Source: an optimization exercise on an open RTL-to-GDS flow (aim: small area, a short achievable clock period and few clock cycles per item). Production flows keep margins and buffers that such runs may drop.
The RTL was checked by simulation tests, not by an equivalence proof against the original design.
No activity file was given, so power comes from the tool's default toggle rates.

### run.sh
#!/bin/bash
# synth_recipe.tcl (not shown) runs the flow's synth.tcl, then flattens the netlist and writes it again
# the make line also repeats each setting of config.mk as NAME=value (left out here)
make -C /OpenROAD-flow-scripts/flow DESIGN_CONFIG=/design/flow/config.mk WORK_HOME=/design/flow/orfs CLKGATE_MAP_FILE= SYNTH_SCRIPT=/design/flow/synth_recipe.tcl finish
### config.mk
export PLATFORM = sky130hd
export DESIGN_NAME = motion_standby_decider
export DESIGN_NICKNAME = motion_standby_decider
export VERILOG_FILES = /design/flow/design.v
export SDC_FILE = /design/flow/constraint.sdc
export NUM_CORES = 4
export LEC_CHECK = 0
export CAP_MARGIN = 20
export CORE_MARGIN = 2
export CORE_UTILIZATION = 40
export SLEW_MARGIN = 20
### constraint.sdc
create_clock -name core_clock -period 16.0 [get_ports {clock}]
set_input_delay 3.2000 -clock core_clock [delete_from_list [all_inputs] [get_ports {clock}]]
set_output_delay 3.2000 -clock core_clock [all_outputs]
set_load 0.01 [all_outputs]
### design.v
package msd_pkg;
   localparam int CSR_INDEX_BITS = 3;
   localparam int CSR_DATA_BITS  = 32;
   localparam int CFG_TIME_BITS  = 32;
   localparam int THRESH_BITS    = 18;
   typedef enum logic [CSR_INDEX_BITS-1:0] {
      CSR_IDLE_TIMEOUT  = 3'd0,
      CSR_WAKE_GRACE    = 3'd1,
      CSR_LIFT_STABLE   = 3'd2,
      CSR_SET_DOWN_HOLD = 3'd3,
      CSR_STILL_THRESH  = 3'd4
   } csr_index_type;
   typedef enum logic [1:0] {
      KIND_TIME   = 2'd0,
      KIND_SAMPLE = 2'd1,
      KIND_ENTER  = 2'd2,
      KIND_WAKE   = 2'd3
   } kind_type;
   typedef enum logic [1:0] {
      CTX_PLAYING = 2'd0,
      CTX_PAUSED  = 2'd1,
      CTX_MENU    = 2'd2,
      CTX_OTHER   = 2'd3
   } context_type;
   typedef enum logic [1:0] {
      FLAT_NONE = 2'd0,
      FLAT_UP   = 2'd1,
      FLAT_DOWN = 2'd2,
      FLAT_BAD  = 2'd3
   } flat_type;
   typedef enum logic [1:0] {
      VERDICT_NONE  = 2'd0,
      VERDICT_ENTER = 2'd1,
      VERDICT_WAKE  = 2'd2,
      VERDICT_RSVD  = 2'd3
   } verdict_type;
endpackage
module motion_standby_decider #(
   parameter int TIME_BITS  = 32,
   parameter int ACCEL_BITS = 16
) (
   input  logic                                 clock,
   input  logic                                 reset,
   input  logic                                 csr_wr_en,
   input  logic [msd_pkg::CSR_INDEX_BITS-1:0]   csr_index,
   input  logic [msd_pkg::CSR_DATA_BITS-1:0]    csr_wr_data,
   input  logic                                 req_valid,
   output logic                                 req_stall,
   input  logic [1:0]                           req_kind,
   input  logic [TIME_BITS-1:0]                 req_now_ms,
   input  logic [1:0]                           req_screen_context,
   input  logic [1:0]                           req_flat_class,
   input  logic signed [ACCEL_BITS-1:0]         req_accel_x,
   input  logic signed [ACCEL_BITS-1:0]         req_accel_y,
   input  logic signed [ACCEL_BITS-1:0]         req_accel_z,
   output logic                                 rsp_valid,
   input  logic                                 rsp_stall,
   output logic [1:0]                           rsp_verdict,
   output logic                                 rsp_screen_off,
   output logic                                 rsp_standby_now,
   output logic                                 rsp_wake_allowed
);
   localparam int CMP_BITS   = (TIME_BITS > msd_pkg::CFG_TIME_BITS) ? TIME_BITS : msd_pkg::CFG_TIME_BITS;
   localparam int DRIFT_BITS = ACCEL_BITS + 2;
   localparam int DCMP_BITS  = (DRIFT_BITS > msd_pkg::THRESH_BITS) ? DRIFT_BITS : msd_pkg::THRESH_BITS;
   function automatic logic time_reached(input logic [TIME_BITS-1:0] now,
                                         input logic [TIME_BITS-1:0] since,
                                         input logic [msd_pkg::CFG_TIME_BITS-1:0] limit);
      logic [TIME_BITS-1:0] diff;
      diff = now - since;
      time_reached = CMP_BITS'(diff) >= CMP_BITS'(limit);
   endfunction
   function automatic logic [ACCEL_BITS-1:0] abs_diff(input logic [ACCEL_BITS-1:0] a,
                                                      input logic [ACCEL_BITS-1:0] b);
      logic [ACCEL_BITS:0] d;
      d = {a[ACCEL_BITS-1], a} - {b[ACCEL_BITS-1], b};
      if (d[ACCEL_BITS]) begin
         d = -d;
      end
      abs_diff = d[ACCEL_BITS-1:0];
   endfunction
   logic [msd_pkg::CFG_TIME_BITS-1:0] idle_timeout_ff, wake_grace_ff, lift_stable_ff, hold_time_ff;
   logic [msd_pkg::THRESH_BITS-1:0]   still_thresh_ff;
   logic                   in_valid_ff, in_valid_in;
   msd_pkg::kind_type               kind_ff;
   logic [TIME_BITS-1:0]   now_ff;
   logic [1:0]             ctx_ff;
   msd_pkg::flat_type               flat_ff;
   logic [ACCEL_BITS-1:0]  ax_ff, ay_ff, az_ff;
   logic                   standby_ff, standby_in;
   logic [TIME_BITS-1:0]   entered_ff, entered_in;
   logic [TIME_BITS-1:0]   activity_ff, activity_in;
   logic                   armed_ff, armed_in;
   logic                   rested_ff, rested_in;
   logic                   lift_pend_ff, lift_pend_in;
   logic                   ctx_seen_ff, ctx_seen_in;
   logic [1:0]             prev_ctx_ff, prev_ctx_in;
   msd_pkg::flat_type               hold_face_ff, hold_face_in;
   logic [TIME_BITS-1:0]   hold_start_ff, hold_start_in;
   logic [TIME_BITS-1:0]   lift_start_ff, lift_start_in;
   logic [ACCEL_BITS-1:0]  ref_x_ff, ref_x_in, ref_y_ff, ref_y_in, ref_z_ff, ref_z_in;
   logic                   out_valid_ff, out_valid_in;
   msd_pkg::verdict_type            verdict_ff, verdict_in;
   logic                   screen_off_ff, screen_off_in;
   logic                   standby_now_ff, standby_now_in;
   logic                   wake_ok_ff, wake_ok_in;
   logic                   advance;
   logic                   req_take;
   msd_pkg::flat_type               flat;
   logic                   reading_ctx;
   logic                   idle_ctx;
   logic [DRIFT_BITS-1:0]  drift;
   logic                   drift_big;
   logic                   idle_check;
   assign advance   = in_valid_ff && (!out_valid_ff || !rsp_stall);
   assign req_stall = in_valid_ff && !advance;
   assign req_take  = req_valid && !req_stall;
   assign flat        = (flat_ff == msd_pkg::FLAT_BAD) ? msd_pkg::FLAT_NONE : flat_ff;
   assign reading_ctx = (ctx_ff == msd_pkg::CTX_PLAYING) || (ctx_ff == msd_pkg::CTX_PAUSED);
   assign idle_ctx    = (ctx_ff == msd_pkg::CTX_PAUSED) || (ctx_ff == msd_pkg::CTX_MENU);
   assign drift       = DRIFT_BITS'(abs_diff(ax_ff, ref_x_ff))
                      + DRIFT_BITS'(abs_diff(ay_ff, ref_y_ff))
                      + DRIFT_BITS'(abs_diff(az_ff, ref_z_ff));
   assign drift_big   = DCMP_BITS'(drift) > DCMP_BITS'(still_thresh_ff);
   always_comb begin
      standby_in    = standby_ff;
      entered_in    = entered_ff;
      activity_in   = activity_ff;
      armed_in      = armed_ff;
      rested_in     = rested_ff;
      lift_pend_in  = lift_pend_ff;
      ctx_seen_in   = ctx_seen_ff;
      prev_ctx_in   = prev_ctx_ff;
      hold_face_in  = hold_face_ff;
      hold_start_in = hold_start_ff;
      lift_start_in = lift_start_ff;
      ref_x_in      = ref_x_ff;
      ref_y_in      = ref_y_ff;
      ref_z_in      = ref_z_ff;
      verdict_in    = msd_pkg::VERDICT_NONE;
      screen_off_in = 1'b0;
      idle_check    = 1'b0;
      if ((kind_ff == msd_pkg::KIND_TIME || kind_ff == msd_pkg::KIND_SAMPLE)
          && (!ctx_seen_ff || ctx_ff != prev_ctx_ff)) begin
         ctx_seen_in = 1'b1;
         prev_ctx_in = ctx_ff;
         activity_in = now_ff;
      end
      unique case (kind_ff)
         msd_pkg::KIND_TIME: begin
            idle_check = !standby_ff;
         end
         msd_pkg::KIND_SAMPLE: begin
            if (standby_ff) begin
               if (flat != msd_pkg::FLAT_NONE) begin
                  rested_in    = 1'b1;
                  lift_pend_in = 1'b0;
               end else if (rested_ff) begin
                  if (!lift_pend_ff) begin
                     lift_pend_in  = 1'b1;
                     lift_start_in = now_ff;
                  end else if (time_reached(now_ff, lift_start_ff, lift_stable_ff)
                               && time_reached(now_ff, entered_ff, wake_grace_ff)) begin
                     standby_in   = 1'b0;
                     activity_in  = now_ff;
                     lift_pend_in = 1'b0;
                     armed_in     = 1'b1;
                     hold_face_in = msd_pkg::FLAT_NONE;
                     verdict_in   = msd_pkg::VERDICT_WAKE;
                  end
               end
            end else if (flat == msd_pkg::FLAT_NONE) begin
               armed_in     = 1'b1;
               hold_face_in = msd_pkg::FLAT_NONE;
               idle_check   = 1'b1;
            end else if (!reading_ctx || !armed_ff) begin
               hold_face_in = msd_pkg::FLAT_NONE;
               idle_check   = 1'b1;
            end else if (flat != hold_face_ff || drift_big) begin
               hold_face_in  = flat;
               hold_start_in = now_ff;
               ref_x_in      = ax_ff;
               ref_y_in      = ay_ff;
               ref_z_in      = az_ff;
               idle_check    = 1'b1;
            end else if (time_reached(now_ff, hold_start_ff, hold_time_ff)) begin
               standby_in    = 1'b1;
               entered_in    = now_ff;
               rested_in     = 1'b1;
               lift_pend_in  = 1'b0;
               hold_face_in  = msd_pkg::FLAT_NONE;
               verdict_in    = msd_pkg::VERDICT_ENTER;
               screen_off_in = (flat == msd_pkg::FLAT_DOWN);
            end else begin
               idle_check = 1'b1;
            end
         end
         msd_pkg::KIND_ENTER: begin
            if (!standby_ff) begin
               standby_in   = 1'b1;
               entered_in   = now_ff;
               rested_in    = 1'b0;
               lift_pend_in = 1'b0;
               hold_face_in = msd_pkg::FLAT_NONE;
            end
         end
         msd_pkg::KIND_WAKE: begin
            if (standby_ff) begin
               standby_in   = 1'b0;
               activity_in  = now_ff;
               armed_in     = 1'b0;
               lift_pend_in = 1'b0;
               hold_face_in = msd_pkg::FLAT_NONE;
            end
         end
         default: begin
         end
      endcase
      if (idle_check && idle_timeout_ff != '0 && idle_ctx
          && time_reached(now_ff, activity_in, idle_timeout_ff)) begin
         standby_in   = 1'b1;
         entered_in   = now_ff;
         rested_in    = (hold_face_in != msd_pkg::FLAT_NONE);
         lift_pend_in = 1'b0;
         hold_face_in = msd_pkg::FLAT_NONE;
         verdict_in   = msd_pkg::VERDICT_ENTER;
      end
      standby_now_in = standby_in;
      wake_ok_in     = !standby_in || time_reached(now_ff, entered_in, wake_grace_ff);
   end
   always_comb begin
      if (req_take) begin
         in_valid_in = 1'b1;
      end else if (advance) begin
         in_valid_in = 1'b0;
      end else begin
         in_valid_in = in_valid_ff;
      end
      if (advance) begin
         out_valid_in = 1'b1;
      end else if (rsp_valid && !rsp_stall) begin
         out_valid_in = 1'b0;
      end else begin
         out_valid_in = out_valid_ff;
      end
   end
   always_ff @(posedge clock) begin
      if (reset) begin
         idle_timeout_ff <= '0;
         wake_grace_ff   <= '0;
         lift_stable_ff  <= '0;
         hold_time_ff    <= '0;
         still_thresh_ff <= '0;
      end else if (csr_wr_en) begin
         unique case (csr_index)
            msd_pkg::CSR_IDLE_TIMEOUT:  idle_timeout_ff <= csr_wr_data;
            msd_pkg::CSR_WAKE_GRACE:    wake_grace_ff   <= csr_wr_data;
            msd_pkg::CSR_LIFT_STABLE:   lift_stable_ff  <= csr_wr_data;
            msd_pkg::CSR_SET_DOWN_HOLD: hold_time_ff    <= csr_wr_data;
            msd_pkg::CSR_STILL_THRESH:  still_thresh_ff <= csr_wr_data[msd_pkg::THRESH_BITS-1:0];
            default: begin
            end
         endcase
      end
   end
   always_ff @(posedge clock) begin
      if (reset) begin
         in_valid_ff   <= 1'b0;
         out_valid_ff  <= 1'b0;
         standby_ff    <= 1'b0;
         entered_ff    <= '0;
         activity_ff   <= '0;
         armed_ff      <= 1'b1;
         rested_ff     <= 1'b0;
         lift_pend_ff  <= 1'b0;
         ctx_seen_ff   <= 1'b0;
         prev_ctx_ff   <= '0;
         hold_face_ff  <= msd_pkg::FLAT_NONE;
         hold_start_ff <= '0;
         lift_start_ff <= '0;
         ref_x_ff      <= '0;
         ref_y_ff      <= '0;
         ref_z_ff      <= '0;
      end else begin
         in_valid_ff  <= in_valid_in;
         out_valid_ff <= out_valid_in;
         if (advance) begin
            standby_ff    <= standby_in;
            entered_ff    <= entered_in;
            activity_ff   <= activity_in;
            armed_ff      <= armed_in;
            rested_ff     <= rested_in;
            lift_pend_ff  <= lift_pend_in;
            ctx_seen_ff   <= ctx_seen_in;
            prev_ctx_ff   <= prev_ctx_in;
            hold_face_ff  <= hold_face_in;
            hold_start_ff <= hold_start_in;
            lift_start_ff <= lift_start_in;
            ref_x_ff      <= ref_x_in;
            ref_y_ff      <= ref_y_in;
            ref_z_ff      <= ref_z_in;
         end
      end
   end
   always_ff @(posedge clock) begin
      if (req_take) begin
         kind_ff <= msd_pkg::kind_type'(req_kind);
         now_ff  <= req_now_ms;
         ctx_ff  <= req_screen_context;
         flat_ff <= msd_pkg::flat_type'(req_flat_class);
         ax_ff   <= req_accel_x;
         ay_ff   <= req_accel_y;
         az_ff   <= req_accel_z;
      end
      if (advance) begin
         verdict_ff     <= verdict_in;
         screen_off_ff  <= screen_off_in;
         standby_now_ff <= standby_now_in;
         wake_ok_ff     <= wake_ok_in;
      end
   end
   assign rsp_valid        = out_valid_ff;
   assign rsp_verdict      = verdict_ff;
   assign rsp_screen_off   = screen_off_ff;
   assign rsp_standby_now  = standby_now_ff;
   assign rsp_wake_allowed = wake_ok_ff;
endmodule
==> impl_metrics.ini <==
[timing]
hold_slack_ps = 450.9
min_period_ps = 15100
fmax_mhz = 66.23
fin_crit_sh_pct = 94.36
fin_skew_ps = 29.52
hold_viol_final = 0
relSlewSlack_pct = 28.35
setup_viol = 0
tightest_slew_ps = 1068
slew_violations = 0
finalWorstSetupSlack_ps = 901.7

[global_routing]
grt_pass1_vias = 26130
grt_max_degree = 129
grtUsageTotal_pct = 22.65
antenna_found_initial = 5
grt_overflow = 0
grt_pass1_wl_um = 146000

[status]
status = timing/DRC/antenna clean

[floorplanning]
fp.coreArea_mm2 = 0.07747
io_pins = 133
die_h_um = 283.8
die_x_um = 283.8
fp.dieArea_mm2 = 0.08056
rows = 102
start_util_pct = 40.43

[clocking]
cts_buffer_depth = 3
cts_buffers = 52
htreeDepth = 2
root_buffer = clkbuf_16
clock-sinks = 424
cts_hold_buf = 0
cts_tree = done
clk_latency_ps = 630
path_clk_slew_ps = 60

[logic_synthesis]
netlist_area_mm2 = 0.03132
postSynthCellCount = 3995
ys_types = 83
synth_enable_flop_cells = 91
syn_nets = 4555
ys_async_sr_fraction_pct = 0
postSynthAreaPerCell_um2 = 7.840
seq_area_frac_synth_pct = 30.01
synth_top_cell_by_area = dfxtp_1
ys.flop_type = dfxtp_1
synth_area_leaders = dfxtp_1 21%, ha_1 16%, edfxtp_1 8.7%, nand2_1 8.1%, a21oi_1 8.1%
synth_top_area_share_pct = 21.28
ys_seq_elements = 424
synth-warning-count = 1

[layout]
final_area_mm2 = 0.03630
regArea_mm2 = 0.009399
drive_above_1_share_pct = 6.831
stdcell_count = 5228
multi_input_area_mm2 = 0.02020
area_growth_pct = 15.90
fin_nets = 4703
fillers = 7737

[power_and_ir_drop]
ir_drop_uv = 87.90
sw_frac_of_total_pct = 35.42
seqPwrFrac_pct = 29.1
p_int_mw = 2.574
total_power_mw = 3.985
p_switching_mw = 1.412
pwr-share-clk_pct = 31.8
powerDensity_mw_per_mm2 = 109.8
p_leak_nw = 13.64
pwr-share-comb_pct = 39.2

[placed_design]
placed_cell_area_mm2 = 0.03423
post-dp-hpwl_um = 69420
port-buffer-count = 132
gp_congestion = 0.9427
place_ws_ps = -183.5
dp.cells = 5127

[worst_setup_path]
critPathSlowestCell = edfxtp_1
critical_path_class = reg -> reg
worst-r2r-setup-slack_ps = 900
cp_common_cell = a21o_1
required_ps = 16360
end_kind = flop
crit_fanout = 5
cp-start-kind = flop
critical-path-max-stage-delay_ps = 390
crit_arrival_ps = 15450

[detailed_routing]
wire_per_inst_um = 17.83
dr.pass1.iters = 7
drtIter0Drc = 1852
routed-via-count = 27620
postRouteAntennaNets = 0
drc = 0
routed_via_density = 5.284
wl_um = 93200

[worst_hold_path]
hold_class = reg -> reg

[run]
cap_violations = 0
cell families after synthesis:
| group | share of synthesized area, % |
|---|---|
| xor gates and xnor gates | 6.124 |
| adders and majority gates | 17.94 |
| muxes | 0.3316 |
| buffers and inverters | 6.428 |
| DFF | 30.01 |
| AOI/OAI and AO/OA | 21.06 |
| and+or+nand+nor | 18.12 |
metal layers:
| layer | track usage (%) | vias to the layer above | routed length (um) |
|---|---|---|---|
| met4 | 7.063 | 6 | 2834 |
| li1 | - | 14070 | - |
| met1 | 30.21 | 12770 | 41750 |
| met2 | 38.02 | 632 | 43230 |
| met5 | 0 | - | 41 |
| met3 | 2.814 | 141 | 5343 |
power groups by stage:
stage                     clock network, mW  registers (mW)  logic [mW]
final                                  1.27            1.16        1.56
after global routing                   1.34            1.16        1.77
after CTS                              1.30            1.16        1.55
after global placement                    0            1.18        1.52
after detailed placement                  0            1.18        1.54
after floorplan                           0            1.18        1.13
timing repair:
action | 4_1_cts | 5_1_grt
setup endpoints to repair | 1 | 1
gates resized for setup | 5 | 52
buffers inserted | 0 | 2
pin swaps | 0 | 18
Yosys cell counts (27+ instances only):
library cell  number
xnor2_1          159
nand2_1          678
a21o_1           110
inv_1            392
o22ai_1           27
nor3_1            51
clkbuf_1         138
dfxtp_1          333
o21bai_1          28
o21a_1            28
xor2_1            60
a22oi_1           64
edfxtp_1          91
nor2b_1           43
nand3_1           50
nand2b_1          42
and3_1            28
a211oi_1          42
ha_1             409
and2_1            37
o21ai_0          143
nor2_1           257
a21oi_1          507
flip-flops by register name (all words and copies together), names as in the netlist, 16 cells and up:
signal / cells
ay_ff: 16
still_thresh_ff: 18
wake_grace_ff: 32
entered_ff: 32
hold_time_ff: 32
ax_ff: 16
idle_timeout_ff: 32
ref_y_ff: 16
hold_start_ff: 32
ref_x_ff: 16
lift_stable_ff: 32
lift_start_ff: 32
activity_ff: 32
az_ff: 16
ref_z_ff: 16
now_ff: 32
stage by stage:
step	TNS (ps)	utilization [%]
after global routing	-47.26	46.86
after global placement	0	44.18
final	0	46.86
after detailed placement	-183.5	44.18
after floorplan	0	-
after CTS	0	46.58
worst paths after layout:
path,from,end,depth (start not counted)
max,now_ff[0],wake_ok_ff,87
min,ref_x_ff[6],ref_x_ff[6],2
max reg2reg,now_ff[0],wake_ok_ff,87
min reg2reg,ref_x_ff[6],ref_x_ff[6],2
final cells by class:
cell class | instances | area share (%)
Multi-Input combinational cell | 3037 | 55.64
Antenna cell | 1 | 0.006893
Inverter | 392 | 4.053
Sequential cell | 424 | 25.89
Tap cell | 1040 | 3.584
Clock buffer | 67 | 4.022
Clock inverter | 31 | 1.006
Timing Repair Buffer | 236 | 5.797
cells in the final DEF, fill, tap and decap left out, drive strengths merged, types with 7 or more instances in the layout:
cell type and n:
a211oi 42, a21boi 12, a21o 110, a21oi 507, a221oi 8, a22oi 64
a31o 7, a31oi 19, and2 38, and3 29, buf 105, clkbuf 67
clkdlybuf4s50 131, clkinv 21, dfxtp 333, edfxtp 91, fa 25, ha 409
inv 394, mux2i 7, nand2 679, nand2b 42, nand3 50, nand4 25
nor2 257, nor2b 43, nor3 51, nor4 18, o211ai 11, o21a 28
o21ai 151, o21bai 28, o22ai 27, o31ai 14, or2 9, or3 21
xnor2 159, xor2 60
critical path: cells and delay by family (launching register included):
family	cells	cell delay [ps]
adders and majority gates	8	2030
and+or+nand+nor	18	2400
xor gates and xnor gates	3	360
DFF	1	390
buffers and inverters	6	630
AOI/OAI and AO/OA	52	8970
Testbench counts, summed over its fixed seeds: cycles 24,016, items 24,000.

afterwards: timing with drivers on the ports:
No port has a modelled driver above. Below, the same layout with a new extraction and two added sets of constraints.
Step 1 sets driving cells, clkbuf_16 on the clock port and buf_2 on the other inputs (assumed; they add their load-dependent delay and slew).
Step 2 adds t to the input delays and takes it off the output delays; t is the mean of the earliest and latest rising clock arrival at the registers after step 1. Input paths then give back, and output paths get back, about the clock's delay inside the block.
Slacks: ideal ports / drivers / drivers and shift; pairs: ideal ports / drivers.
t (ns): 0.681
setup slack, ns: 0.902 / 0.902 / 0.902
slew at the worst register clock pin (ns): 0.07 / 0.07
After both steps setup and hold are still met in this run. The setup slack of this run moves by 0.000 ns with the drivers and by 0.000 ns with both steps.
